From an optimization exercise on the open Yosys and OpenROAD flow, aimed at small area, a short achievable clock period and few clock cycles; shortcuts taken in it are not production practice. No functional check of the RTL was part of any run shown here. Power is estimated from default activity; no workload was simulated.

<file path="design.v">
`timescale 1ns / 1ps
package dfr_pkg;
    localparam int unsigned MIN_FRAME_BYTES = 1 + 4 + 1 + 2 + 4;
    localparam int unsigned HEADER_BYTES    = 8;
    localparam int unsigned MIC_BYTES       = 4;
    localparam logic [31:0] CRC_INIT     = 32'hFFFF_FFFF;
    localparam logic [31:0] CRC_POLY     = 32'hEDB8_8320;
    localparam logic [7:0]  FOPTS_MASK   = 8'h0F;
    localparam logic [7:0]  VERSION_MASK = 8'h03;
    typedef enum logic [1:0] {
        KIND_OPTION  = 2'd0,
        KIND_PAYLOAD = 2'd1,
        KIND_SUMMARY = 2'd2
    } kind_t;
    typedef enum logic [2:0] {
        ST_OK       = 3'd0,
        ST_SHORT    = 3'd1,
        ST_MISMATCH = 3'd2,
        ST_OVERRUN  = 3'd3,
        ST_TOO_LONG = 3'd4
    } status_t;
    typedef struct packed {
        kind_t       kind;
        logic [7:0]  byte_value;
        status_t     status;
        logic [2:0]  message_type;
        logic [1:0]  major_version;
        logic [31:0] device_address;
        logic [7:0]  frame_control;
        logic [15:0] frame_counter;
        logic [7:0]  payload_length;
        logic        last_of_run;
    } result_t;
    localparam int unsigned RESULT_W = 2 + 8 + 3 + 3 + 2 + 32 + 8 + 16 + 8 + 1;
    typedef struct packed {
        logic    byte_valid;
        logic    sum_valid;
        result_t byte_res;
        result_t sum_res;
    } push_t;
endpackage
`timescale 1ns / 1ps
`timescale 1ns / 1ps
`timescale 1ns / 1ps
module mac_frame_deframer_crc32 (
    input  logic        clk,
    input  logic        rst_n,
    input  logic        in_valid,
    output logic        in_ready,
    input  logic [7:0]  in_data,
    input  logic        in_eof,
    output logic        out_valid,
    input  logic        out_ready,
    output logic [1:0]  out_kind,
    output logic [7:0]  out_byte_value,
    output logic [2:0]  out_status,
    output logic [2:0]  out_message_type,
    output logic [1:0]  out_major_version,
    output logic [31:0] out_device_address,
    output logic [7:0]  out_frame_control,
    output logic [15:0] out_frame_counter,
    output logic [7:0]  out_payload_length,
    output logic        out_last_of_run
);
    localparam logic [31:0] CRC_POLY    = 32'hEDB8_8320;
    localparam logic [31:0] CRC_RESIDUE = 32'hDEBB_20E3;
    localparam logic [2:0] ST_OK = 3'd0, ST_SHORT = 3'd1, ST_MISMATCH = 3'd2,
                           ST_OVERRUN = 3'd3, ST_TOO_LONG = 3'd4;
    function automatic [31:0] crc32_byte(input [31:0] crc_in, input [7:0] data);
        integer k;
        begin
            crc32_byte = crc_in ^ {24'd0, data};
            for (k = 0; k < 8; k = k + 1)
            begin
                if (crc32_byte[0])
                    crc32_byte = (crc32_byte >> 1) ^ CRC_POLY;
                else
                    crc32_byte = crc32_byte >> 1;
            end
        end
    endfunction
    logic        rdy;                   
    logic        ov;                    
    logic        nr;                    
    logic [7:0]  dl0, dl1, dl2, dl3;    
    logic [7:0]  cnt;                   
    logic [31:0] crc;
    logic [7:0]  hdr0, hdr5;
    logic [31:0] hdr_addr;
    logic [15:0] hdr_cnt;
    logic       r_v, r_pay, r_lor;
    logic [7:0] r_byte;
    logic       k_v, k_pay, k_lor;
    logic [7:0] k_byte;
    logic       sp;                     
    logic       sv;                     
    logic       q2;                     
    logic       s_chk;                  
    logic       s_ovr;
    logic [2:0] s_status;
    logic [7:0] s_plen;
    logic [3:0] s_vc;                   
    logic [7:0] g;                      
    logic       take, push, pop_r, pop_s, eof_t, load_s;
    logic       r_v_n, k_v_n, sp_n, sv_n, q2_n;
    logic [7:0] cnt_n;
    logic [3:0] s_vc_n;
    logic [4:0] optlim;
    logic       pay;
    assign take   = in_valid && rdy;
    assign eof_t  = take && in_eof;
    assign optlim = 5'd12 + {1'b0, hdr5[3:0]};
    assign pay    = {3'd0, optlim} <= cnt;
    assign push   = take && (cnt >= 8'd12) && (cnt != 8'd255);
    assign pop_r  = out_ready && r_v;
    assign pop_s  = out_ready && !r_v && sv;
    assign load_s = eof_t && (!(sp || sv) || (pop_s && !q2));
    always_comb
    begin
        r_v_n = r_v;
        k_v_n = k_v;
        if (k_v)
        begin
            if (pop_r)
                k_v_n = 1'b0;
        end
        else if (push)
        begin
            if (r_v && !pop_r)
                k_v_n = 1'b1;
            else
                r_v_n = 1'b1;
        end
        else if (pop_r)
            r_v_n = 1'b0;
        sp_n = load_s;
        q2_n = q2;
        sv_n = sv;
        if (sp)
            sv_n = 1'b1;
        else if (pop_s)
        begin
            if (q2)
                q2_n = 1'b0;
            else
                sv_n = 1'b0;
        end
        if (eof_t && !load_s)
            q2_n = 1'b1;
        if (load_s)
            sv_n = 1'b0;
        s_vc_n = s_vc;
        if (load_s)
            s_vc_n = (cnt >= 8'd11) ? 4'd8 : (cnt >= 8'd4) ? 4'(cnt - 8'd3) : 4'd0;
        else if (pop_s && q2)
            s_vc_n = 4'd0;
        if (!take)
            cnt_n = cnt;
        else if (in_eof)
            cnt_n = 8'd0;
        else if (cnt != 8'd255)
            cnt_n = cnt + 8'd1;
        else
            cnt_n = cnt;
    end
    always_ff @(posedge clk or negedge rst_n)
    begin
        if (!rst_n)
        begin
            rdy <= 1'b0;
            ov  <= 1'b0;
            r_v <= 1'b0;
            k_v <= 1'b0;
            sp  <= 1'b0;
            sv  <= 1'b0;
            q2  <= 1'b0;
            cnt <= 8'd0;
        end
        else
        begin
            rdy <= !k_v_n && !((sp_n || sv_n || q2_n) && (cnt_n >= 8'd4 || q2_n));
            ov  <= r_v_n || sv_n;
            r_v <= r_v_n;
            k_v <= k_v_n;
            sp  <= sp_n;
            sv  <= sv_n;
            q2  <= q2_n;
            cnt <= cnt_n;
        end
    end
    always_ff @(posedge clk)
    begin
        nr <= !r_v_n;
        for (int i = 0; i < 8; i++)
            g[i] <= !r_v_n && (s_vc_n > 4'(i));
    end
    always_ff @(posedge clk)
    begin
        if (take)
        begin
            dl0 <= dl1;
            dl1 <= dl2;
            dl2 <= dl3;
            dl3 <= in_data;
            crc <= crc32_byte((cnt == 8'd0) ? 32'hFFFF_FFFF : crc, in_data);
            case (cnt)
                8'd4:  hdr0 <= dl0;
                8'd5:  hdr_addr[7:0] <= dl0;
                8'd6:  hdr_addr[15:8] <= dl0;
                8'd7:  hdr_addr[23:16] <= dl0;
                8'd8:  hdr_addr[31:24] <= dl0;
                8'd9:  hdr5 <= dl0;
                8'd10: hdr_cnt[7:0] <= dl0;
                8'd11: hdr_cnt[15:8] <= dl0;
                default: ;
            endcase
        end
    end
    always_ff @(posedge clk)
    begin
        if (!r_v || pop_r)
        begin
            if (k_v)
            begin
                r_pay  <= k_pay;
                r_lor  <= k_lor;
                r_byte <= k_byte;
            end
            else if (push)
            begin
                r_pay  <= pay;
                r_lor  <= !in_eof;
                r_byte <= dl0;
            end
            else
            begin
                r_pay  <= 1'b0;
                r_lor  <= 1'b1;
                r_byte <= 8'd0;
            end
        end
        if (!k_v && push && r_v && !pop_r)
        begin
            k_pay  <= pay;
            k_lor  <= !in_eof;
            k_byte <= dl0;
        end
    end
    always_ff @(posedge clk)
    begin
        s_vc <= s_vc_n;
        if (load_s)
        begin
            s_chk  <= 1'b0;
            s_ovr  <= 1'b0;
            s_plen <= 8'd0;
            if (cnt == 8'd255)
                s_status <= ST_TOO_LONG;
            else if (cnt < 8'd11)
                s_status <= ST_SHORT;
            else
            begin
                s_chk    <= 1'b1;
                s_ovr    <= cnt < ({3'd0, optlim} - 8'd1);
                s_plen   <= cnt - 8'd11 - {4'd0, hdr5[3:0]};
                s_status <= ST_OK;
            end
        end
        else if (pop_s && q2)
        begin
            s_chk    <= 1'b0;
            s_plen   <= 8'd0;
            s_status <= ST_SHORT;
        end
        else if (sp && s_chk)
        begin
            s_chk <= 1'b0;
            if (crc != CRC_RESIDUE)
            begin
                s_status <= ST_MISMATCH;
                s_plen   <= 8'd0;
            end
            else if (s_ovr)
            begin
                s_status <= ST_OVERRUN;
                s_plen   <= 8'd0;
            end
        end
    end
    assign in_ready           = rdy;
    assign out_valid          = ov;
    assign out_kind           = {nr, r_pay};
    assign out_byte_value     = r_byte;
    assign out_last_of_run    = r_lor;
    assign out_status         = s_status & {3{nr}};
    assign out_payload_length = s_plen & {8{nr}};
    assign out_message_type   = hdr0[7:5] & {3{g[0]}};
    assign out_major_version  = hdr0[1:0] & {2{g[0]}};
    assign out_device_address = hdr_addr & {{8{g[4]}}, {8{g[3]}}, {8{g[2]}}, {8{g[1]}}};
    assign out_frame_control  = hdr5 & {8{g[5]}};
    assign out_frame_counter  = hdr_cnt & {{8{g[7]}}, {8{g[6]}}};
endmodule
</file>
<file path="run.sh">
#!/bin/bash
# synth_recipe.tcl (not shown) runs the flow's synth.tcl, then flattens the netlist and writes it again
# the make line also repeats each setting of config.mk as NAME=value (left out here)
make -C /OpenROAD-flow-scripts/flow DESIGN_CONFIG=/design/flow/config.mk WORK_HOME=/design/flow/orfs CLKGATE_MAP_FILE= SYNTH_SCRIPT=/design/flow/synth_recipe.tcl finish
</file>
<file path="config.mk">
export PLATFORM = sky130hd
export DESIGN_NAME = mac_frame_deframer_crc32
export DESIGN_NICKNAME = mac_frame_deframer_crc32
export VERILOG_FILES = /design/flow/design.v
export SDC_FILE = /design/flow/constraint.sdc
export NUM_CORES = 4
export LEC_CHECK = 0
export CAP_MARGIN = 20
export CORE_MARGIN = 2
export CORE_UTILIZATION = 45
export GPL_ROUTABILITY_DRIVEN = 1
export PLACE_DENSITY = 0.65
export SETUP_SLACK_MARGIN = 3.0
export SLEW_MARGIN = 20
</file>
<file path="constraint.sdc">
create_clock -name core_clock -period 5.0 [get_ports {clk}]
set_input_delay 1.0000 -clock core_clock [delete_from_list [all_inputs] [get_ports {clk}]]
set_output_delay 1.0000 -clock core_clock [all_outputs]
set_load 0.01 [all_outputs]
</file>
==> results.sh, run 1 <==
export IMPL_setup_violations_final=0
export IMPL_cts_htree_levels=4
export IMPL_clkSinkCount=186
export IMPL_cts_hold_buf=0
export IMPL_leakage_nw=4.94
export IMPL_report_final_hold_viol_count=0
export IMPL_area_growth_pct=47.4
export IMPL_ys_types=60
export IMPL_critPathMaxFanout=9
export IMPL_worstSetupPathType="reg -> reg"
export IMPL_wire_per_inst_microns=19.4
export IMPL_p_seq_frac=0.309
export IMPL_initial_core_util=0.454
export IMPL_numCtsBuffers=17
export IMPL_antenna_found_initial=0
export IMPL_root_buffer="clkbuf_16"
export IMPL_slew_headroom=0.465
export IMPL_startpoint_type="flop"
export IMPL_antenna_cells=0
export IMPL_internal_power_mw=5.75
export IMPL_comb_power_share=0.536
export IMPL_clock_skew_ns=0.00953
export IMPL_first_iter_violations=585
export IMPL_grt_max_degree=37
export IMPL_clk_latency_ns=0.44
export IMPL_synth_area_top_cells="edfxtp_1 54%, xnor2_1 8.9%, and2_1 5.2%"
export IMPL_met3_usage=0.0370
export IMPL_grt_util_met2=0.374
export IMPL_worstRegToRegCells=7
export IMPL_drt_first_pass_iters=5
export IMPL_busiest_layer="met2"
export IMPL_synth_seq_area_share=0.614
export IMPL_worst_pin_slew_ns=0.803
export IMPL_cp_end_kind="flop"
export IMPL_max_clock_freq_mhz=436
export IMPL_tns_ns=0
export IMPL_p_sw_mw=3.38
export IMPL_ant_nets=0
export IMPL_routed_wl_microns=22700
export IMPL_die_x_microns=144
export IMPL_clk_pin_slew_ns=0.08
export IMPL_port_buffer_count=97
export IMPL_post_route_cells_drive_above_1_share=0.533
export IMPL_gp_congestion=0.899
export IMPL_first_global_vias=6114
export IMPL_yosys_warnings=1
export IMPL_layout_cells_non_filler=1168
export IMPL_crit_path_start="cnt[1]$_DFF_PN0_"
export IMPL_worstPathRequired_ns=5.36
export IMPL_yosys_register_bits=186
export IMPL_drc=0
export IMPL_grt_use_total=0.217
export IMPL_yosysTopAreaCell="edfxtp_1"
export IMPL_pin_count=98
export IMPL_clockBufferDepth=2
export IMPL_holdPathEnd="dl1[5]$_DFFE_PP_"
export IMPL_fin_crit_ns=2.29
export IMPL_postSynthCellCount=686
export IMPL_synth_common_cells="158 x edfxtp_1, 89 x xnor2_1, 73 x and2_1, 67 x nor2_1, 38 x nand2_1"
export IMPL_status="complete, no violations"
export IMPL_hold_class="reg -> reg"
export IMPL_synth_most_common_cell="edfxtp_1"
export IMPL_ir_drop_v=0.000574
export IMPL_hold_start="dl2[5]$_DFFE_PP_"
export IMPL_dieArea_sq_mm=0.0206
export IMPL_grt_setup_unrepaired="yes"
export IMPL_avgSynthCellArea_sq_um=12.8
export IMPL_drv_cap=0
export IMPL_use_met1=0.277
export IMPL_synth_nets=728
export IMPL_powerDensity_mw_per_mm2=707
export IMPL_die_h_microns=144
export IMPL_hold_path_depth=0
export IMPL_critPathArrivalTime_ns=2.65
export IMPL_synth_async_reset_ratio=0.0806
export IMPL_place_hpwl_microns=13700
export IMPL_dp_cells=1022
export IMPL_vias=6085
export IMPL_worstReg2RegEnd="rdy$_DFF_PN0_"
export IMPL_coreArea_sq_mm=0.0193
export IMPL_fp_row_count=51
export IMPL_cts_tree="done"
export IMPL_nNetsFinal=932
export IMPL_viasPerCell=5.21
export IMPL_gr_total_overflow=0
export IMPL_drv_slew=0
export IMPL_r2r_start="cnt[1]$_DFF_PN0_"
export IMPL_clkPwrFrac=0.155
export IMPL_fin_crit_sh=0.459
export IMPL_synth_top_cell_area_share=0.542
export IMPL_synth_edff_count=158
export IMPL_ff2ff_setup_slack_ns=2.71
export IMPL_swShare=0.370
export IMPL_grt_pass1_wl_microns=33400
export IMPL_reg_top3="crc (32), hdr_addr (32), hdr_cnt (16)"
export IMPL_synthesis_area_sq_mm=0.00876
export IMPL_ys_flop_type="edfxtp_1"
-- worst max-delay path by stage --
stage	endpoint	slack [ns]	depth (start not counted)
after floorplan	rdy$_DFF_PN0_	2.49	7
after global placement	r_lor$_DFFE_PN_	1.64	7
after detailed placement	r_lor$_DFFE_PN_	1.60	7
after CTS	crc[19]$_DFFE_PP_	2.66	7
after global routing	crc[18]$_DFFE_PP_	2.59	8
final	rdy$_DFF_PN0_	2.71	7
-- metal layers --
metal	vias to the layer above	wire, microns
met4	0	477
met5	-	0
met2	225	11800
li1	2790	-
met3	38	1210
met1	3032	9220
-- stage by stage --
step	hold WS (ns)	worst slack, ns	util	area [sq um]	total power, mW
after CTS	0.424	2.66	0.626	12100	8.29
after global placement	0.400	1.64	0.535	10300	6.16
final	0.422	2.71	0.670	12900	9.13
after floorplan	0.400	2.49	-	9220	5.34
after global routing	0.428	2.59	0.670	12900	9.60
after detailed placement	0.405	1.60	0.535	10300	6.23
-- power groups by stage --
stage | Clock, mW | Sequential (mW) | Combinational (mW)
final | 1.41 | 2.82 | 4.89
after global routing | 1.50 | 2.87 | 5.23
after CTS | 1.43 | 2.80 | 4.06
after detailed placement | 0 | 2.81 | 3.42
after global placement | 0 | 2.80 | 3.36
after floorplan | 0 | 2.58 | 2.75
-- layout make-up --
class / count / area (sq um)
Fill cell: 1357 / 6360
Clock buffer: 17 / 425
Sequential cell: 186 / 5420
Clock inverter: 15 / 214
Inverter: 26 / 146
Timing Repair inverter: 2 / 32.5
Tap cell: 265 / 332
Timing Repair Buffer: 209 / 1970
Multi-Input combinational cell: 448 / 4360
-- repair_timing --
| item | in CTS | in global routing |
|---|---|---|
| buffers inserted | 77 | 33 |
| gates cloned | 3 | 1 |
| hold endpoints to repair | 0 | 0 |
| setup endpoints to repair | 259 | 206 |
| gates resized for setup | 590 | 135 |
| pin swaps | 75 | 65 |
-- placed cells by master (no fill, tap or decap), drive strengths merged, types with 5 or more instances in the layout --
master / instances
buf: 200
edfxtp: 158
xnor2: 94
and2: 73
nor2: 67
nand2: 39
inv: 31
ha: 28
xor2: 23
a21oi: 22
clkbuf: 20
o21ai: 16
dfrtp: 15
dfxtp: 13
clkinv: 10
nand3: 9
nor3: 9
nand4: 5
nor2b: 5
o21a: 5
-- kinds of logic (layout without fill, tap and decap cells) --
logic type / after synthesis / in the layout / share of synthesized area
compound gates: 68 / 69 / 0.0517
xor+xnor: 117 / 117 / 0.125
fa+ha+maj: 29 / 29 / 0.0423
buf+inv: 54 / 269 / 0.0270
flops: 186 / 186 / 0.614
mux: 1 / 1 / 0.00129
simple gates: 231 / 232 / 0.139
-- worst max-delay path, cell delays in order, from the launching register on --
cell,delay [ns]
dfrtp_2,0.45
ha_2,0.26
nand2_4,0.12
o31ai_4,0.24
nor2_2,0.08
o32a_1,0.29
or4b_1,0.55
a211oi_2,0.22
==> run 2, diff against run 1 <==
--- a/config.mk
+++ b/config.mk
@@ -12,3 +12,2 @@
 export PLACE_DENSITY = 0.65
-export SETUP_SLACK_MARGIN = 3.0
 export SLEW_MARGIN = 20
==> results.sh, run 2 <==
export IMPL_post_route_cells_drive_above_1_share=0.0669
export IMPL_fin_crit_sh=0.612
export IMPL_drv_slew=0
export IMPL_critPathMaxFanout=11
export IMPL_reg_top3="crc (32), hdr_addr (32), hdr_cnt (16)"
export IMPL_area_growth_pct=20.8
export IMPL_startpoint_type="input port"
export IMPL_synth_edff_count=158
export IMPL_cp_end_kind="flop"
export IMPL_hold_class="reg -> reg"
export IMPL_worstSetupPathType="in -> reg"
export IMPL_grt_use_total=0.187
export IMPL_pin_count=98
export IMPL_grt_pass1_wl_microns=29100
export IMPL_clock_skew_ns=0.0164
export IMPL_layout_commonest_cell="edfxtp_1"
export IMPL_cts_setup_buffers=0
export IMPL_cts_tree="done"
export IMPL_clkSinkCount=186
export IMPL_synth_area_top_cells="edfxtp_1 54%, xnor2_1 8.9%, and2_1 5.2%"
export IMPL_antenna_found_initial=0
export IMPL_worstReg2RegEnd="crc[23]$_DFFE_PP_"
export IMPL_gp_congestion=0.927
export IMPL_synthesis_area_sq_mm=0.00876
export IMPL_gr_total_overflow=0
export IMPL_synth_async_reset_ratio=0.0806
export IMPL_slew_headroom=0.425
export IMPL_report_final_hold_viol_count=0
export IMPL_met3_usage=0.0323
export IMPL_avgSynthCellArea_sq_um=12.8
export IMPL_drc=0
export IMPL_worstRegToRegCells=8
export IMPL_synth_nets=728
export IMPL_worst_pin_slew_ns=0.862
export IMPL_cts_htree_levels=4
export IMPL_drt_first_pass_iters=5
export IMPL_powerDensity_mw_per_mm2=692
export IMPL_grt_max_degree=66
export IMPL_yosys_warnings=1
export IMPL_hold_start="dl3[7]$_DFFE_PP_"
export IMPL_setup_violations_final=0
export IMPL_cts_resized=0
export IMPL_holdPathEnd="dl2[7]$_DFFE_PP_"
export IMPL_layout_common_cells="158 x edfxtp_1, 97 x clkdlybuf4s50_1, 89 x xnor2_1"
export IMPL_max_clock_freq_mhz=327
export IMPL_synth_common_cells="158 x edfxtp_1, 89 x xnor2_1, 73 x and2_1, 67 x nor2_1, 38 x nand2_1"
export IMPL_yosys_register_bits=186
export IMPL_whs_ns=0.420
export IMPL_busiest_layer="met2"
export IMPL_use_met1=0.245
export IMPL_postSynthCellCount=686
export IMPL_fp_row_count=51
export IMPL_ir_drop_v=0.000490
export IMPL_cts_hold_buf=0
export IMPL_clk_latency_ns=0.44
export IMPL_antenna_cells=0
export IMPL_first_iter_violations=392
export IMPL_tns_ns=0
export IMPL_dieArea_sq_mm=0.0206
export IMPL_clockBufferDepth=2
export IMPL_r2r_start="cnt[0]$_DFF_PN0_"
export IMPL_wire_per_inst_microns=17.4
export IMPL_die_h_microns=144
export IMPL_vias=5380
export IMPL_synth_most_common_cell="edfxtp_1"
export IMPL_ys_flop_type="edfxtp_1"
export IMPL_grt_setup_unrepaired="no"
export IMPL_nFillCells=1639
export IMPL_initial_core_util=0.454
export IMPL_status="complete, no violations"
export IMPL_nNetsFinal=821
export IMPL_worstPathRequired_ns=5.13
export IMPL_numCtsBuffers=17
export IMPL_clk_pin_slew_ns=0.07
export IMPL_coreArea_sq_mm=0.0193
export IMPL_utilization=0.549
export IMPL_synth_seq_area_share=0.614
export IMPL_grt_util_met2=0.315
export IMPL_fin_crit_ns=3.06
export IMPL_hold_path_depth=0
export IMPL_ys_types=60
export IMPL_first_global_vias=5352
export IMPL_port_buffer_count=97
export IMPL_ff2ff_setup_slack_ns=2.00
export IMPL_leakage_nw=3.75
export IMPL_critPathArrivalTime_ns=3.19
export IMPL_ant_nets=0
export IMPL_viasPerCell=5.09
export IMPL_drv_cap=0
export IMPL_pre_cts_ws_ns=1.51
export IMPL_routed_wl_microns=18400
export IMPL_yosysTopAreaCell="edfxtp_1"
export IMPL_synth_top_cell_area_share=0.542
export IMPL_die_x_microns=144
export IMPL_place_hpwl_microns=13400
export IMPL_setup_slack_ns=1.94
export IMPL_root_buffer="clkbuf_16"
run 2: cell count changes in the layout (fill, tap and decap cells not counted), moves of 29 or more:
cell,previous run,this run
clkdlybuf4s50_1,1,97
buf_6,93,0
buf_4,82,5
and2_1,5,73
and2_4,68,0
nor2_1,38,67
run 2: worst max path at each step:
stage | startpoint | to | slack [ns]
2_1_floorplan | in_valid | rdy$_DFF_PN0_ | 0.83
3_5_place_dp | in_eof | s_plen[2]$_SDFFCE_PP0P_ | 1.51
5_1_grt | cnt[0]$_DFF_PN0_ | crc[23]$_DFFE_PP_ | 1.77
4_1_cts | in_eof | s_plen[4]$_SDFFCE_PP0P_ | 1.99
6_report | in_eof | s_plen[4]$_SDFFCE_PP0P_ | 1.94
3_3_place_gp | in_eof | s_plen[2]$_SDFFCE_PP0P_ | 1.69
run 2: through the flow:
| stage | instance area, sq um | std cells | total power [mW] |
|---|---|---|---|
| floorplan | 8760 | 686 | 5.04 |
| global placement | 9960 | 1025 | 5.95 |
| detailed placement | 9960 | 1025 | 5.98 |
| CTS | 10600 | 1057 | 7.38 |
| global route | 10600 | 1057 | 7.78 |
| finish | 10600 | 1057 | 7.32 |
run 2: cell families (layout without fill, tap and decap cells):
logic type / Yosys count / in the layout / synth area share
muxes: 1 / 1 / 0.00129
xor gates and xnor gates: 117 / 117 / 0.125
DFF: 186 / 186 / 0.614
buffers and inverters: 54 / 160 / 0.0270
AOI/OAI and AO/OA: 68 / 68 / 0.0517
and+or+nand+nor: 231 / 231 / 0.139
adders and majority gates: 29 / 29 / 0.0423
run 2: cell type report:
cell class                      instances  area, sq um  share of cell area
Sequential cell                       186         5380               0.509
Multi-Input combinational cell        446         3140               0.297
Timing Repair Buffer                  102         1010              0.0954
Clock buffer                           17          425              0.0402
Tap cell                              265          332              0.0313
Clock inverter                         15          191              0.0181
Inverter                               26         97.6             0.00923
run 2: where the power goes:
group	switching, mW	leakage [nW]	internal, mW	total (mW)
Sequential	0.412	1.78	2.37	2.78
Clock	0.651	0.300	0.728	1.38
Combinational	1.58	1.67	1.58	3.16
Total	2.65	3.75	4.68	7.32
run 2: critical path: stages:
cell and delay, ns:
clkdlybuf4s50_1 0.52, and3_1 0.33, nor2_1 0.15, a2bb2oi_1 0.67, nand2_1 0.13, o21a_1 0.38
run 2: per-layer routing:
metal / vias up / wire, microns
met5: - / 0
met4: 0 / 371
met3: 29 / 878
met2: 189 / 9240
met1: 2603 / 7880
li1: 2559 / -
==> run 3, diff against run 2 <==
--- a/design.v
+++ b/design.v
@@ -83,4 +83,5 @@
     logic        ov;                    
-    logic        nr;                    
+    logic        gs;                    
     logic [7:0]  dl0, dl1, dl2, dl3;    
+    logic        fresh;                 
     logic [7:0]  cnt;                   
@@ -94,3 +95,3 @@
     logic [7:0] k_byte;
-    logic       sp;                     
+    logic       sp1, sp2;               
     logic       sv;                     
@@ -104,3 +105,3 @@
     logic       take, push, pop_r, pop_s, eof_t, load_s;
-    logic       r_v_n, k_v_n, sp_n, sv_n, q2_n;
+    logic       r_v_n, k_v_n, sp1_n, sv_n, q2_n, busy_n, ge3_n;
     logic [7:0] cnt_n;
@@ -116,3 +117,3 @@
     assign pop_s  = out_ready && !r_v && sv;
-    assign load_s = eof_t && (!(sp || sv) || (pop_s && !q2));
+    assign load_s = eof_t && !sp1 && !sp2 && (!sv || (pop_s && !q2));
     always_comb
@@ -135,6 +136,6 @@
             r_v_n = 1'b0;
-        sp_n = load_s;
-        q2_n = q2;
-        sv_n = sv;
-        if (sp)
+        sp1_n = load_s;
+        q2_n  = q2;
+        sv_n  = sv;
+        if (sp2)
             sv_n = 1'b1;
@@ -151,2 +152,3 @@
             sv_n = 1'b0;
+        busy_n = sp1_n || sp1 || sv_n || q2_n;
         s_vc_n = s_vc;
@@ -164,2 +166,6 @@
             cnt_n = cnt;
+        if (!take)
+            ge3_n = cnt >= 8'd3;
+        else
+            ge3_n = !in_eof && (cnt >= 8'd2);
     end
@@ -169,10 +175,12 @@
         begin
-            rdy <= 1'b0;
-            ov  <= 1'b0;
-            r_v <= 1'b0;
-            k_v <= 1'b0;
-            sp  <= 1'b0;
-            sv  <= 1'b0;
-            q2  <= 1'b0;
-            cnt <= 8'd0;
+            rdy   <= 1'b0;
+            ov    <= 1'b0;
+            r_v   <= 1'b0;
+            k_v   <= 1'b0;
+            sp1   <= 1'b0;
+            sp2   <= 1'b0;
+            sv    <= 1'b0;
+            q2    <= 1'b0;
+            cnt   <= 8'd0;
+            fresh <= 1'b0;
         end
@@ -180,10 +188,12 @@
         begin
-            rdy <= !k_v_n && !((sp_n || sv_n || q2_n) && (cnt_n >= 8'd4 || q2_n));
-            ov  <= r_v_n || sv_n;
-            r_v <= r_v_n;
-            k_v <= k_v_n;
-            sp  <= sp_n;
-            sv  <= sv_n;
-            q2  <= q2_n;
-            cnt <= cnt_n;
+            rdy   <= !k_v_n && !(busy_n && (ge3_n || q2_n));
+            ov    <= r_v_n || sv_n;
+            r_v   <= r_v_n;
+            k_v   <= k_v_n;
+            sp1   <= sp1_n;
+            sp2   <= sp1;
+            sv    <= sv_n;
+            q2    <= q2_n;
+            cnt   <= cnt_n;
+            fresh <= take;
         end
@@ -192,3 +202,3 @@
     begin
-        nr <= !r_v_n;
+        gs <= !r_v_n;
         for (int i = 0; i < 8; i++)
@@ -204,3 +214,9 @@
             dl3 <= in_data;
-            crc <= crc32_byte((cnt == 8'd0) ? 32'hFFFF_FFFF : crc, in_data);
+        end
+    end
+    always_ff @(posedge clk)
+    begin
+        if (fresh)
+        begin
+            crc <= crc32_byte((cnt == 8'd1) ? 32'hFFFF_FFFF : crc, dl3);
             case (cnt)
@@ -274,3 +290,3 @@
         end
-        else if (sp && s_chk)
+        else if (sp2 && s_chk)
         begin
@@ -291,7 +307,7 @@
     assign out_valid          = ov;
-    assign out_kind           = {nr, r_pay};
+    assign out_kind           = {gs, r_pay};
     assign out_byte_value     = r_byte;
     assign out_last_of_run    = r_lor;
-    assign out_status         = s_status & {3{nr}};
-    assign out_payload_length = s_plen & {8{nr}};
+    assign out_status         = s_status & {3{gs}};
+    assign out_payload_length = s_plen & {8{gs}};
     assign out_message_type   = hdr0[7:5] & {3{g[0]}};
--- a/config.mk
+++ b/config.mk
@@ -12,2 +12,3 @@
 export PLACE_DENSITY = 0.65
+export SETUP_SLACK_MARGIN = 3.0
 export SLEW_MARGIN = 20
==> results.sh, run 3 <==
export IMPL_dieArea_sq_mm=0.0205
export IMPL_synth_area_top_cells="edfxtp_1 55%, xnor2_1 8.7%, and2_1 5.8%"
export IMPL_wire_per_inst_microns=20.7
export IMPL_ant_nets=0
export IMPL_worst_pin_slew_ns=0.917
export IMPL_synth_seq_area_share=0.624
export IMPL_total_power_mw=10.6
export IMPL_grt_use_total=0.228
export IMPL_cp_end_kind="flop"
export IMPL_nNetsFinal=922
export IMPL_cpMostUsedCell="o21a_1"
export IMPL_root_buffer="clkbuf_16"
export IMPL_vias=6069
export IMPL_tns_ns=0
export IMPL_synth_common_cells="158 x edfxtp_1, 86 x xnor2_1, 81 x and2_1, 64 x nor2_1, 28 x xor2_1"
export IMPL_first_iter_violations=464
export IMPL_grt_max_degree=34
export IMPL_clock_skew_ns=0.0145
export IMPL_worstSetupPathType="reg -> reg"
export IMPL_synth_async_reset_ratio=0.0904
export IMPL_synthesis_area_sq_mm=0.00870
export IMPL_place_hpwl_microns=13400
export IMPL_synth_top_cell_area_share=0.545
export IMPL_viasPerCell=5.26
export IMPL_crit_path_max_incr_delay_ns=0.43
export IMPL_path_delay_family="compound AO/OA/AOI/OAI gates"
export IMPL_antenna_found_initial=0
export IMPL_cpMaxStageDelayCell="edfxtp_1"
export IMPL_avgSynthCellArea_sq_um=13.2
export IMPL_area_growth_pct=50.5
export IMPL_grt_setup_unrepaired="yes"
export IMPL_fin_crit_ns=2.35
export IMPL_port_buffer_count=97
export IMPL_startpoint_type="flop"
export IMPL_critPathArrivalTime_ns=2.59
export IMPL_max_clock_freq_mhz=425
export IMPL_worstPathRequired_ns=5.24
export IMPL_fin_crit_sh=0.470
export IMPL_pin_count=98
export IMPL_crit_buf_inv=2
export IMPL_die_x_microns=143
export IMPL_cts_hold_buf=0
export IMPL_ys_types=52
export IMPL_numCtsBuffers=17
export IMPL_routed_wl_microns=23900
export IMPL_setup_violations_final=0
export IMPL_post_route_cells_drive_above_1_share=0.552
export IMPL_drv_cap=0
export IMPL_layout_commonest_cell="edfxtp_1"
export IMPL_clk_pin_slew_ns=0.08
export IMPL_drv_slew=0
export IMPL_fp_row_count=50
export IMPL_gp_congestion=0.806
export IMPL_antenna_cells=0
export IMPL_layout_common_cells="158 x edfxtp_1, 117 x buf_6, 71 x and2_4"
export IMPL_slew_headroom=0.386
export IMPL_drc=0
export IMPL_clk_latency_ns=0.45
export IMPL_hold_class="reg -> reg"
export IMPL_powerDensity_mw_per_mm2=811
export IMPL_synth_most_common_cell="edfxtp_1"
export IMPL_synth_nets=703
export IMPL_synth_edff_count=158
export IMPL_drt_first_pass_iters=5
export IMPL_leakage_nw=5.08
export IMPL_gr_total_overflow=0
export IMPL_ys_flop_type="edfxtp_1"
export IMPL_grt_pass1_wl_microns=34700
export IMPL_yosys_register_bits=188
export IMPL_report_final_hold_viol_count=0
export IMPL_postSynthCellCount=661
export IMPL_clkSinkCount=188
export IMPL_coreArea_sq_mm=0.0188
export IMPL_yosys_warnings=1
export IMPL_first_global_vias=6068
export IMPL_cts_tree="done"
export IMPL_nFillCells=1240
export IMPL_clockBufferDepth=2
export IMPL_reg_top3="crc (32), hdr_addr (32), hdr_cnt (16)"
export IMPL_initial_core_util=0.462
export IMPL_path_cells="buf_6 > inv_4 > ha_4 > ha_4 > nor2b_1 > o21a_1 > o21a_1 > o21a_1 > o21ai_2 > a21oi_2 > a2111oi_4"
export IMPL_yosysTopAreaCell="edfxtp_1"
export IMPL_status="complete, no violations"
export IMPL_ir_drop_v=0.000999
export IMPL_die_h_microns=143
export IMPL_cts_htree_levels=4
export IMPL_critPathMaxFanout=3
[run 3: cell count changes after synthesis, sizes merged, moves of 3 or more]
cell / before / now
nand2: 39 / 23
and2: 73 / 81
a21oi: 22 / 15
a22o: 3 / 9
inv: 25 / 20
o21ai: 16 / 11
xor2: 23 / 28
nor2b: 5 / 9
buf: 14 / 11
nor4: 4 / 1
[run 3: cells by family (layout without fill, tap and decap cells)]
logic type      count (synthesis)  count (layout)  share of synthesized area
simple gates                  220             220                      0.136
flops                         188             188                      0.624
xor+xnor                      120             120                      0.129
compound gates                 55              57                     0.0418
buf+inv                        47             277                     0.0239
fa+ha+maj                      29              29                     0.0434
mux                             2               2                    0.00230
[run 3: power breakdown]
part           total (mW)  switching, mW  internal [mW]
clock network        1.39          0.668          0.726
logic                6.28           2.85           3.43
registers            2.94          0.469           2.48
[run 3: worst paths after layout]
| check | start | endpoint | slack (ns) | cells after the start |
|---|---|---|---|---|
| max | hdr5[1]$_DFFE_PP_ | s_ovr$_SDFFCE_PP0P_ | 2.65 | 11 |
| min | dl1[6]$_DFFE_PN_ | dl0[6]$_DFFE_PN_ | 0.42 | 0 |
| max reg2reg | hdr5[1]$_DFFE_PP_ | s_ovr$_SDFFCE_PP0P_ | 2.65 | 11 |
| min reg2reg | dl1[6]$_DFFE_PN_ | dl0[6]$_DFFE_PN_ | 0.42 | 0 |
| max in group asynchronous | rst_n | cnt[0]$_DFFE_PN0P_ | 3.30 | 1 |
| min in group asynchronous | rst_n | cnt[6]$_DFFE_PN0P_ | 1.08 | 1 |
[run 3: metal layers]
layer / track usage / vias up / routed length [microns]
met5: 0 / - / 0
met4: 0.0703 / 0 / 624
met3: 0.0392 / 51 / 1090
met2: 0.389 / 221 / 12300
met1: 0.298 / 3076 / 9840
li1: - / 2721 / -
[run 3: through the flow]
stage	setup slack [ns]	cell area [sq um]	instances	hold WS, ns	utilization
floorplan	2.41	8920	661	0.373	-
global placement	1.38	10100	994	0.402	0.535
detailed placement	1.32	10100	994	0.405	0.535
CTS	2.61	12200	1116	0.423	0.648
global route	2.54	13100	1153	0.433	0.695
finish	2.65	13100	1153	0.421	0.695
[run 3: layout make-up]
class	instances	area [sq um]	area share
flip-flops and latches	188	5480	0.418
multi-input cells	428	4300	0.328
repair buffers	222	2250	0.172
clock buffers	17	425	0.0325
well taps	260	325	0.0248
clock inverters	15	196	0.0150
inverters	21	109	0.00831
repair inverters	2	12.5	0.000955
[run 3: timing repair]
| item | CTS | global route |
|---|---|---|
| pin swaps | 124 | 108 |
| gates cloned | 8 | 0 |
| gates resized for setup | 631 | 134 |
| endpoints found under the setup margin | 295 | 212 |
| buffers inserted | 82 | 37 |
==> run 4, diff against run 3 <==
--- a/config.mk
+++ b/config.mk
@@ -12,3 +12,3 @@
 export PLACE_DENSITY = 0.65
-export SETUP_SLACK_MARGIN = 3.0
+export SETUP_SLACK_MARGIN = 2.6
 export SLEW_MARGIN = 20
==> results.sh, run 4 <==
export IMPL_synth_most_common_cell="edfxtp_1"
export IMPL_layout_common_cells="158 x edfxtp_1, 81 x xnor2_1, 81 x and2_1"
export IMPL_ff2ff_setup_slack_ns=2.59
export IMPL_synthesis_area_sq_mm=0.00870
export IMPL_grt_setup_unrepaired="yes"
export IMPL_initial_core_util=0.462
export IMPL_regArea_sq_mm=0.00546
export IMPL_antenna_found_initial=0
export IMPL_clkSinkCount=188
export IMPL_grt_max_degree=33
export IMPL_yosysTopAreaCell="edfxtp_1"
export IMPL_path_cells="and2_1 > clkdlybuf4s50_1"
export IMPL_postSynthCellCount=661
export IMPL_drc=0
export IMPL_busiest_layer="met2"
export IMPL_wire_per_inst_microns=18.2
export IMPL_gp_congestion=0.880
export IMPL_r2r_start="hdr5[1]$_DFFE_PP_"
export IMPL_holdPathEnd="dl0[7]$_DFFE_PN_"
export IMPL_synth_common_cells="158 x edfxtp_1, 86 x xnor2_1, 81 x and2_1, 64 x nor2_1, 28 x xor2_1"
export IMPL_numCtsBuffers=17
export IMPL_clockBufferDepth=2
export IMPL_cts_hold_buf=0
export IMPL_worstRegToRegCells=11
export IMPL_use_met1=0.258
export IMPL_drt_first_pass_iters=4
export IMPL_die_x_microns=143
export IMPL_hold_start="dl1[7]$_DFFE_PN_"
export IMPL_port_buffer_count=97
export IMPL_nNetsFinal=836
export IMPL_post_route_cells_drive_above_1_share=0.190
export IMPL_grt_use_total=0.193
export IMPL_setup_violations_final=0
export IMPL_crit_buf_inv=1
export IMPL_critPathArrivalTime_ns=1.49
export IMPL_ys_flop_type="edfxtp_1"
export IMPL_routed_wl_microns=19500
export IMPL_path_delay_family="buffers and inverters"
export IMPL_critPathMaxFanout=12
export IMPL_grt_util_met2=0.321
export IMPL_status="complete, no violations"
export IMPL_antenna_cells=0
export IMPL_reg_top3="crc (32), hdr_addr (32), hdr_cnt (16)"
export IMPL_cpMaxStageDelayCell="clkdlybuf4s50_1"
export IMPL_clock_skew_ns=0.0134
export IMPL_leakage_nw=4.22
export IMPL_coreArea_sq_mm=0.0188
export IMPL_fin_crit_ns=2.49
export IMPL_worst_pin_slew_ns=0.888
export IMPL_multiInputGateArea_sq_mm=0.00340
export IMPL_synth_nets=703
export IMPL_synth_async_reset_ratio=0.0904
export IMPL_grt_pass1_wl_microns=29600
export IMPL_crit_path_start="gs$_DFF_P_"
export IMPL_vias=5404
export IMPL_hold_path_depth=0
export IMPL_area_growth_pct=27.2
export IMPL_synth_top_cell_area_share=0.545
export IMPL_clk_pin_slew_ns=0.07
export IMPL_avgSynthCellArea_sq_um=13.2
export IMPL_worstReg2RegEnd="s_ovr$_SDFFCE_PP0P_"
export IMPL_whs_ns=0.420
export IMPL_yosys_warnings=1
export IMPL_layout_commonest_cell="edfxtp_1"
export IMPL_crit_path_max_incr_delay_ns=0.53
export IMPL_die_h_microns=143
export IMPL_report_final_hold_viol_count=0
export IMPL_cp_end_kind="primary output"
export IMPL_pin_count=98
export IMPL_place_hpwl_microns=13300
export IMPL_gr_total_overflow=0
export IMPL_viasPerCell=5.07
export IMPL_yosys_register_bits=188
export IMPL_worstSetupPathType="reg -> out"
export IMPL_clk_latency_ns=0.43
export IMPL_nFillCells=1497
export IMPL_powerDensity_mw_per_mm2=740
export IMPL_worstPathRequired_ns=4.00
export IMPL_first_iter_violations=397
export IMPL_cts_tree="done"
export IMPL_root_buffer="clkbuf_16"
export IMPL_tns_ns=0
export IMPL_synth_seq_area_share=0.624
export IMPL_ant_nets=0
export IMPL_hold_class="reg -> reg"
export IMPL_synth_edff_count=158
export IMPL_drv_cap=0
export IMPL_fin_crit_sh=0.498
export IMPL_slew_headroom=0.406
export IMPL_ir_drop_v=0.000563
export IMPL_ys_types=52
export IMPL_fp_row_count=50
export IMPL_drv_slew=0
export IMPL_first_global_vias=5367
export IMPL_max_clock_freq_mhz=401
export IMPL_met3_usage=0.0315
export IMPL_cts_htree_levels=4
export IMPL_dieArea_sq_mm=0.0205
export IMPL_synth_area_top_cells="edfxtp_1 55%, xnor2_1 8.7%, and2_1 5.8%"
export IMPL_startpoint_type="flop"
-- run 4: power breakdown --
group | switching [mW] | internal [mW] | leakage (nW)
Combinational | 1.97 | 2.03 | 2.14
Clock | 0.605 | 0.696 | 0.272
Sequential | 0.428 | 2.47 | 1.81
-- run 4: per-stage QoR --
step                std cells   util  area, sq um  worst slack [ns]  power (mW)
finish                   1066  0.588        11100              2.51        8.19
global placement          994  0.531         9990              1.43        6.47
floorplan                 661      -         8830              2.41        5.48
detailed placement        994  0.531         9990              1.34        6.55
global route             1066  0.588        11100              2.42        8.72
CTS                      1052  0.572        10800              2.46        7.96
-- run 4: worst max path at each step --
| stage | end | slack [ns] | depth (start not counted) |
|---|---|---|---|
| floorplan | cnt[7]$_DFFE_PN0P_ | 2.41 | 6 |
| global placement | g[4]$_DFF_P_ | 1.43 | 7 |
| detailed placement | rdy$_DFF_PN0_ | 1.34 | 8 |
| CTS | out_status[0] | 2.46 | 2 |
| global route | out_payload_length[2] | 2.42 | 2 |
| finish | out_status[0] | 2.51 | 2 |
-- run 4: logic make-up after synthesis --
| kind of cell | after synthesis | share of synthesized area |
|---|---|---|
| buffers and inverters | 47 | 0.0239 |
| multiplexers | 2 | 0.00230 |
| AO/OA/AOI/OAI | 55 | 0.0418 |
| AND/OR/NAND/NOR | 220 | 0.136 |
| adder cells (fa/ha/maj) | 29 | 0.0434 |
| flip-flops | 188 | 0.624 |
| XOR/XNOR | 120 | 0.129 |
-- run 4: cell type report --
type	count	share of cell area
clock buffers	17	0.0384
clock inverters	14	0.0121
inverters	21	0.00882
multi-input cells	427	0.307
flip-flops and latches	188	0.493
well taps	260	0.0294
repair buffers	136	0.109
repair inverters	3	0.00181
-- run 4: per-layer routing --
| metal | share of wire | up-vias |
|---|---|---|
| met4 | 0.018 | 0 |
| li1 | - | 2541 |
| met1 | 0.44 | 2708 |
| met5 | 0 | - |
| met3 | 0.037 | 25 |
| met2 | 0.51 | 130 |
-- run 4: timing repair --
action	4_1_cts	5_1_grt
cloned	4	0
pin swaps	8	19
resized for setup	108	39
setup endpoints to repair	177	56
buffers inserted	23	14
==> run 5, diff against run 4 <==
--- a/design.v
+++ b/design.v
@@ -86,2 +86,3 @@
     logic        fresh;                 
+    logic        first;                 
     logic [7:0]  cnt;                   
@@ -185,2 +186,3 @@
             fresh <= 1'b0;
+            first <= 1'b0;
         end
@@ -198,2 +200,3 @@
             fresh <= take;
+            first <= take && !in_eof && (cnt == 8'd0);
         end
@@ -204,3 +207,3 @@
         for (int i = 0; i < 8; i++)
-            g[i] <= !r_v_n && (s_vc_n > 4'(i));
+            g[i] <= !r_v_n && (s_vc > 4'(i)) && !(pop_s && q2);
     end
@@ -220,3 +223,4 @@
         begin
-            crc <= crc32_byte((cnt == 8'd1) ? 32'hFFFF_FFFF : crc, dl3);
+            crc <= crc32_byte(32'd0, dl3) ^
+                   (first ? crc32_byte(32'hFFFF_FFFF, 8'd0) : crc32_byte(crc, 8'd0));
             case (cnt)
@@ -270,4 +274,3 @@
             s_chk  <= 1'b0;
-            s_ovr  <= 1'b0;
-            s_plen <= 8'd0;
+            s_plen <= cnt;
             if (cnt == 8'd255)
@@ -279,4 +282,2 @@
                 s_chk    <= 1'b1;
-                s_ovr    <= cnt < ({3'd0, optlim} - 8'd1);
-                s_plen   <= cnt - 8'd11 - {4'd0, hdr5[3:0]};
                 s_status <= ST_OK;
@@ -290,2 +291,9 @@
         end
+        else if (sp1)
+        begin
+            if (s_chk)
+                {s_ovr, s_plen} <= {1'b0, s_plen} - 9'd11 - {5'd0, hdr5[3:0]};
+            else
+                s_plen <= 8'd0;
+        end
         else if (sp2 && s_chk)
@@ -311,3 +319,3 @@
     assign out_status         = s_status & {3{gs}};
-    assign out_payload_length = s_plen & {8{gs}};
+    assign out_payload_length = s_plen & {g[7], g[6], g[5], g[4], g[3], g[2], g[1], g[0]};
     assign out_message_type   = hdr0[7:5] & {3{g[0]}};
==> results.sh, run 5 <==
export IMPL_yosys_register_bits=189
export IMPL_grt_use_total=0.188
export IMPL_pre_cts_ws_ns=1.48
export IMPL_initial_core_util=0.462
export IMPL_cts_htree_levels=4
export IMPL_clkSinkCount=189
export IMPL_status="complete, no violations"
export IMPL_synthesis_area_sq_mm=0.00905
export IMPL_place_hpwl_microns=14300
export IMPL_path_cells="buf_4 > and2_1 > dlygate4sd2_1"
export IMPL_hold_class="reg -> reg"
export IMPL_root_buffer="clkbuf_16"
export IMPL_post_route_cells_drive_above_1_share=0.104
export IMPL_report_final_hold_viol_count=0
export IMPL_tns_ns=0
export IMPL_cpMaxStageDelayCell="dfxtp_4"
export IMPL_grt_setup_unrepaired="no"
export IMPL_drv_slew=0
export IMPL_cts_hold_buf=0
export IMPL_dieArea_sq_mm=0.0213
export IMPL_die_x_microns=146
export IMPL_slew_headroom=0.397
export IMPL_nNetsFinal=844
export IMPL_grt_max_degree=45
export IMPL_fin_crit_sh=0.474
export IMPL_antenna_found_initial=0
export IMPL_synth_seq_area_share=0.607
export IMPL_routed_wl_microns=19700
export IMPL_die_h_microns=146
export IMPL_clkPwrFrac=0.188
export IMPL_numCtsBuffers=17
export IMPL_critPathMaxFanout=7
export IMPL_reg_top3="crc (32), hdr_addr (32), hdr_cnt (16)"
export IMPL_worst_pin_slew_ns=0.901
export IMPL_wire_per_inst_microns=18.2
export IMPL_synth_area_top_cells="edfxtp_1 54%, xnor2_1 9.3%, and2_1 5.7%"
export IMPL_gp_congestion=0.837
export IMPL_critPathArrivalTime_ns=1.37
export IMPL_drt_first_pass_iters=5
export IMPL_synth_top_cell_area_share=0.537
export IMPL_swShare=0.356
export IMPL_startpoint_type="flop"
export IMPL_vias=5568
export IMPL_clk_pin_slew_ns=0.07
export IMPL_antenna_cells=0
export IMPL_gr_total_overflow=0
export IMPL_p_seq_frac=0.392
export IMPL_powerDensity_mw_per_mm2=631
export IMPL_clock_skew_ns=0.0119
export IMPL_max_clock_freq_mhz=422
export IMPL_area_growth_pct=20.6
export IMPL_clockBufferDepth=2
export IMPL_synth_async_reset_ratio=0.0952
export IMPL_leakage_nw=4.10
export IMPL_setup_slack_ns=2.63
export IMPL_fp_row_count=51
export IMPL_viasPerCell=5.13
export IMPL_ir_drop_v=0.000601
export IMPL_p_sw_mw=2.45
export IMPL_internal_power_mw=4.44
export IMPL_cts_tree="done"
export IMPL_grt_pass1_wl_microns=30900
export IMPL_pin_count=98
export IMPL_synth_nets=746
export IMPL_worstPathRequired_ns=4.00
export IMPL_final_cell_area_sq_mm=0.0109
export IMPL_drv_cap=0
export IMPL_comb_power_share=0.419
export IMPL_postSynthCellCount=710
export IMPL_ant_nets=0
export IMPL_fin_crit_ns=2.37
export IMPL_placed_cell_area_sq_mm=0.0102
export IMPL_coreArea_sq_mm=0.0196
export IMPL_layout_commonest_cell="edfxtp_1"
export IMPL_first_iter_violations=470
export IMPL_drc=0
export IMPL_yosysTopAreaCell="edfxtp_1"
export IMPL_ys_flop_type="edfxtp_1"
export IMPL_synth_edff_count=162
export IMPL_synth_most_common_cell="edfxtp_1"
export IMPL_setup_violations_final=0
export IMPL_crit_path_max_incr_delay_ns=0.37
export IMPL_first_global_vias=5680
export IMPL_yosys_warnings=1
export IMPL_clk_latency_ns=0.43
export IMPL_synth_common_cells="162 x edfxtp_1, 96 x xnor2_1, 83 x and2_1, 58 x nor2_1, 40 x nand2_1"
export IMPL_avgSynthCellArea_sq_um=12.7
export IMPL_layout_common_cells="162 x edfxtp_1, 96 x xnor2_1, 81 x and2_1"
export IMPL_cp_end_kind="primary output"
export IMPL_worstSetupPathType="reg -> out"
export IMPL_ys_types=56
export IMPL_port_buffer_count=97
-- run 5: worst paths after layout --
check | from | to | cells after the start | slack [ns]
worst max-delay path | g[3]$_DFF_P_ | out_device_address[22] | 3 | 2.63
worst min-delay path | dl2[4]$_DFFE_PN_ | dl1[4]$_DFFE_PN_ | 0 | 0.42
worst max register to register | hdr5[1]$_DFFE_PP_ | s_plen[5]$_DFFE_PP_ | 11 | 2.68
worst min register to register | dl2[4]$_DFFE_PN_ | dl1[4]$_DFFE_PN_ | 0 | 0.42
max in group asynchronous | rst_n | cnt[0]$_DFFE_PN0P_ | 1 | 3.32
min in group asynchronous | rst_n | ov$_DFF_PN0_ | 1 | 1.07
-- run 5: per-layer routing --
| metal | vias up | global-route usage | share of wire |
|---|---|---|---|
| li1 | 2624 | - | - |
| met3 | 32 | 0.0364 | 0.038 |
| met4 | 0 | 0.0706 | 0.026 |
| met2 | 146 | 0.323 | 0.51 |
| met1 | 2766 | 0.237 | 0.42 |
| met5 | - | 0 | 0 |
-- run 5: critical path, delay by kind of cell, from the launching register on --
| family | cells | cell delay (ns) |
|---|---|---|
| buf+inv | 2 | 0.44 |
| flops | 1 | 0.37 |
| simple gates | 1 | 0.13 |
-- run 5: through the flow --
step	power, mW	utilization	instances	hold slack (ns)
floorplan	4.90	-	710	0.400
global placement	5.56	0.522	1044	0.402
detailed placement	5.62	0.522	1044	0.405
CTS	6.93	0.553	1084	0.422
global route	7.31	0.558	1085	0.427
finish	6.89	0.558	1085	0.420
-- run 5: power by group through the flow --
stage          sequential, mW  clock, mW  combinational [mW]
2_1_floorplan            2.48          0                2.42
3_3_place_gp             2.73          0                2.83
3_5_place_dp             2.73          0                2.88
4_1_cts                  2.71       1.32                2.90
5_1_grt                  2.75       1.38                3.17
6_report                 2.70       1.30                2.89
-- run 5: area by class of cell --
| type | instances | area, sq um |
|---|---|---|
| fillers | 1659 | 8670 |
| flip-flops and latches | 189 | 5530 |
| multi-input cells | 459 | 3380 |
| repair buffers | 109 | 997 |
| clock buffers | 17 | 425 |
| well taps | 265 | 332 |
| clock inverters | 14 | 140 |
| inverters | 32 | 120 |
-- run 5: timing repair --
item	in CTS	in global routing
endpoints found under the hold margin	0	0
setup endpoints to repair	134	62
gates resized for setup	100	20
buffers inserted	9	1
pin swaps	2	2
-- run 5: kinds of logic (layout without fill, tap and decap cells) --
family | count (synthesis) | after routing | synth area share
AND/OR/NAND/NOR | 225 | 225 | 0.131
flip-flops | 189 | 189 | 0.607
AO/OA/AOI/OAI | 74 | 74 | 0.0507
adder cells (fa/ha/maj) | 23 | 23 | 0.0326
buffers and inverters | 62 | 172 | 0.0315
XOR/XNOR | 137 | 137 | 0.147
==> run 6, diff against run 5 <==
==> flow/run.sh (new file) <==
#!/bin/bash
# The standard layout, with the smallest buffer on each port.
set -euo pipefail
export BUFFER_PORTS_ARGS="-buffer_cell sky130_fd_sc_hd__buf_1"
bash standard.sh > standard_flow.log 2>&1
==> standard.sh (new file) <==
#!/bin/bash
# synth_recipe.tcl (not shown) runs the flow's synth.tcl, then flattens the netlist and writes it again
# the make line also repeats each setting of config.mk as NAME=value (left out here)
make -C /OpenROAD-flow-scripts/flow DESIGN_CONFIG=/design/flow/config.mk WORK_HOME=/design/flow/orfs CLKGATE_MAP_FILE= SYNTH_SCRIPT=/design/flow/synth_recipe.tcl "${@:-finish}"
removed: run.sh
==> results.sh, run 6 <==
export IMPL_status="complete, no violations"
export IMPL_root_buffer="clkbuf_16"
export IMPL_ant_nets=0
export IMPL_worstRegToRegCells=4
export IMPL_critPathArrivalTime_ns=1.29
export IMPL_wire_per_inst_microns=18.2
export IMPL_die_h_microns=146
export IMPL_pin_count=98
export IMPL_use_met1=0.245
export IMPL_startpoint_type="flop"
export IMPL_ys_types=56
export IMPL_grt_max_degree=33
export IMPL_first_global_vias=5682
export IMPL_synth_common_cells="162 x edfxtp_1, 96 x xnor2_1, 83 x and2_1, 58 x nor2_1, 40 x nand2_1"
export IMPL_ys_flop_type="edfxtp_1"
export IMPL_hold_path_depth=0
export IMPL_fp_row_count=51
export IMPL_cts_htree_levels=4
export IMPL_synth_adder_area_share=0.0326
export IMPL_report_final_hold_viol_count=0
export IMPL_busiest_layer="met2"
export IMPL_synth_xor_area_frac=0.147
export IMPL_worstReg2RegEnd="hdr_addr[29]$_DFFE_PP_"
export IMPL_cp_end_kind="primary output"
export IMPL_setup_violations_final=0
export IMPL_viasPerCell=5.18
export IMPL_antenna_cells=0
export IMPL_initial_core_util=0.462
export IMPL_clock_skew_ns=0.00894
export IMPL_powerDensity_mw_per_mm2=666
export IMPL_vias=5601
export IMPL_layout_commonest_cell="edfxtp_1"
export IMPL_numCtsBuffers=17
export IMPL_synthSimpleGateAreaFrac=0.131
export IMPL_path_delay_family="flip-flops"
export IMPL_synthMuxAreaShare=0
export IMPL_clockBufferDepth=2
export IMPL_yosys_register_bits=189
export IMPL_antenna_found_initial=0
export IMPL_synth_nets=746
export IMPL_coreArea_sq_mm=0.0196
export IMPL_synth_async_reset_ratio=0.0952
export IMPL_drv_slew=0
export IMPL_place_hpwl_microns=13900
export IMPL_yosysTopAreaCell="edfxtp_1"
export IMPL_postSynthCellCount=710
export IMPL_ir_drop_v=0.000611
export IMPL_yosys_warnings=1
export IMPL_worst_pin_slew_ns=0.600
export IMPL_leakage_nw=3.66
export IMPL_grt_pass1_wl_microns=31500
export IMPL_synth_area_top_cells="edfxtp_1 54%, xnor2_1 9.3%, and2_1 5.7%"
export IMPL_nNetsFinal=840
export IMPL_avgSynthCellArea_sq_um=12.7
export IMPL_clkSinkCount=189
export IMPL_synth_top_family_by_area="XOR/XNOR gates"
export IMPL_tns_ns=0
export IMPL_ff2ff_setup_slack_ns=2.75
export IMPL_slew_headroom=0.600
export IMPL_die_x_microns=146
export IMPL_post_route_cells_drive_above_1_share=0.0906
export IMPL_first_iter_violations=442
export IMPL_cts_tree="done"
export IMPL_crit_path_max_incr_delay_ns=0.50
export IMPL_max_clock_freq_mhz=436
export IMPL_fin_crit_ns=2.29
export IMPL_drv_cap=0
export IMPL_clk_pin_slew_ns=0.07
export IMPL_worstPathRequired_ns=4.00
export IMPL_crit_buf_inv=1
export IMPL_area_growth_pct=14.5
export IMPL_synth_seq_area_share=0.607
export IMPL_cpMaxStageDelayCell="dfxtp_1"
export IMPL_drc=0
export IMPL_clk_latency_ns=0.43
export IMPL_met3_usage=0.0417
export IMPL_path_cells="and2_1 > buf_1"
export IMPL_dieArea_sq_mm=0.0213
export IMPL_utilization=0.529
export IMPL_synth_top_cell_area_share=0.537
export IMPL_synth_edff_count=162
export IMPL_fin_crit_sh=0.459
export IMPL_grt_setup_unrepaired="yes"
export IMPL_reg_top3="crc (32), hdr_addr (32), hdr_cnt (16)"
export IMPL_total_power_mw=6.90
export IMPL_gp_congestion=0.865
export IMPL_synth_compound_area_share=0.0507
export IMPL_drt_first_pass_iters=5
export IMPL_synthesis_area_sq_mm=0.00905
export IMPL_holdPathEnd="dl0[4]$_DFFE_PN_"
export IMPL_critPathMaxFanout=9
export IMPL_worstSetupPathType="reg -> out"
export IMPL_grt_util_met2=0.324
export IMPL_port_buffer_count=97
export IMPL_layout_common_cells="162 x edfxtp_1, 96 x xnor2_1, 96 x buf_1"
export IMPL_synth_most_common_cell="edfxtp_1"
export IMPL_grt_use_total=0.193
export IMPL_routed_wl_microns=19700
export IMPL_hold_start="dl1[4]$_DFFE_PN_"
export IMPL_hold_class="reg -> reg"
export IMPL_r2r_start="cnt[4]$_DFFE_PN0P_"
export IMPL_gr_total_overflow=0
[run 6: cell counts after synthesis]
Identical to the previous run, type by type.
[run 6: kinds of logic (layout without fill, tap and decap cells)]
group / after synthesis / count (layout)
compound gates: 74 / 74
xor+xnor: 137 / 137
fa+ha+maj: 23 / 23
buf+inv: 62 / 169
flops: 189 / 189
simple gates: 225 / 225
[run 6: how the worst max path moves through the flow]
stage	depth (start not counted)	start	endpoint
5_1_grt	10	hdr5[1]$_DFFE_PP_	s_plen[5]$_DFFE_PP_
3_5_place_dp	9	in_valid	s_status[2]$_SDFFCE_PN0P_
3_3_place_gp	9	in_valid	s_status[0]$_DFFE_PP_
6_report	2	g[6]$_DFF_P_	out_payload_length[6]
2_1_floorplan	6	in_valid	s_plen[0]$_DFFE_PP_
4_1_cts	7	cnt[0]$_DFFE_PN0P_	g[0]$_DFF_P_
[run 6: timing repair]
item / in CTS / in global routing
pin swaps: 2 / 3
hold buffers: 0 / 0
gates cloned: 1 / 0
endpoints found under the hold margin: 0 / 0
buffers inserted: 3 / 2
endpoints found under the setup margin: 77 / 50
gates resized for setup: 10 / 13
[run 6: metal layers]
metal | wire (microns) | up-vias
li1 | - | 2622
met1 | 8390 | 2796
met2 | 10100 | 145
met3 | 802 | 38
met4 | 466 | 0
met5 | 0 | -
[run 6: area by class of cell]
type                    instances  area [sq um]
clock buffers                  17           425
fillers                      1688          9220
well taps                     265           332
repair buffers                105           463
clock inverters                15           169
multi-input cells             459          3360
inverters                      32           120
flip-flops and latches        189          5500
[run 6: report_power, final]
| part | switching [mW] | internal [mW] | total (mW) |
|---|---|---|---|
| registers | 0.416 | 2.29 | 2.71 |
| logic | 1.45 | 1.39 | 2.84 |
| clock network | 0.644 | 0.713 | 1.36 |
| total | 2.51 | 4.39 | 6.90 |
[run 6: metrics by stage]
step                      instance area, sq um  instances  worst slack [ns]  hold slack (ns)
after floorplan                           9070        710              2.62            0.400
after global placement                    9610       1044              1.56            0.401
after detailed placement                  9610       1044              1.50            0.405
after CTS                                10300       1080              2.60            0.421
after global routing                     10400       1082              2.60            0.429
final                                    10400       1082              2.71            0.421

## what the ideal ports hide
In the flow no input, the clock included, has a driving cell. The finished layouts below were timed again as built, in two steps.
Step 1 (the two cells are an assumption about what drives the block):
set clk [get_ports {clk}]
set_driving_cell -lib_cell sky130_fd_sc_hd__clkbuf_16 $clk
set_driving_cell -lib_cell sky130_fd_sc_hd__buf_2 [delete_from_list [all_inputs] $clk]
Step 2 times the ports against the registers' clock, not the clock port: input delays grow and output delays shrink by t, the midpoint of the rising clock arrivals with the driver on.
a / b / c = no drivers / after step 1 / after step 2; a / b = the first two.
run	t (ns)	setup slack, ns	worst hold slack (ns)	pins driven straight from the clock port
run 1	0.480	2.706 / 2.706 / 2.363	0.422 / 0.422 / 0.422	1
run 2	0.472	1.939 / 1.960 / 1.488	0.420 / 0.420 / 0.420	1
run 3	0.483	2.648 / 2.648 / 2.217	0.421 / 0.421 / 0.421	1
run 4	0.465	2.508 / 2.466 / 2.164	0.420 / 0.420 / 0.420	1
run 5	0.472	2.631 / 2.586 / 2.245	0.420 / 0.420 / 0.420	1
run 6	0.471	2.706 / 2.665 / 2.276	0.421 / 0.421 / 0.421	1
After both steps every run listed still meets setup and hold. For run 2, which loses most, drivers alone change the setup slack by +0.021 ns; drivers and shift together by -0.451 ns.
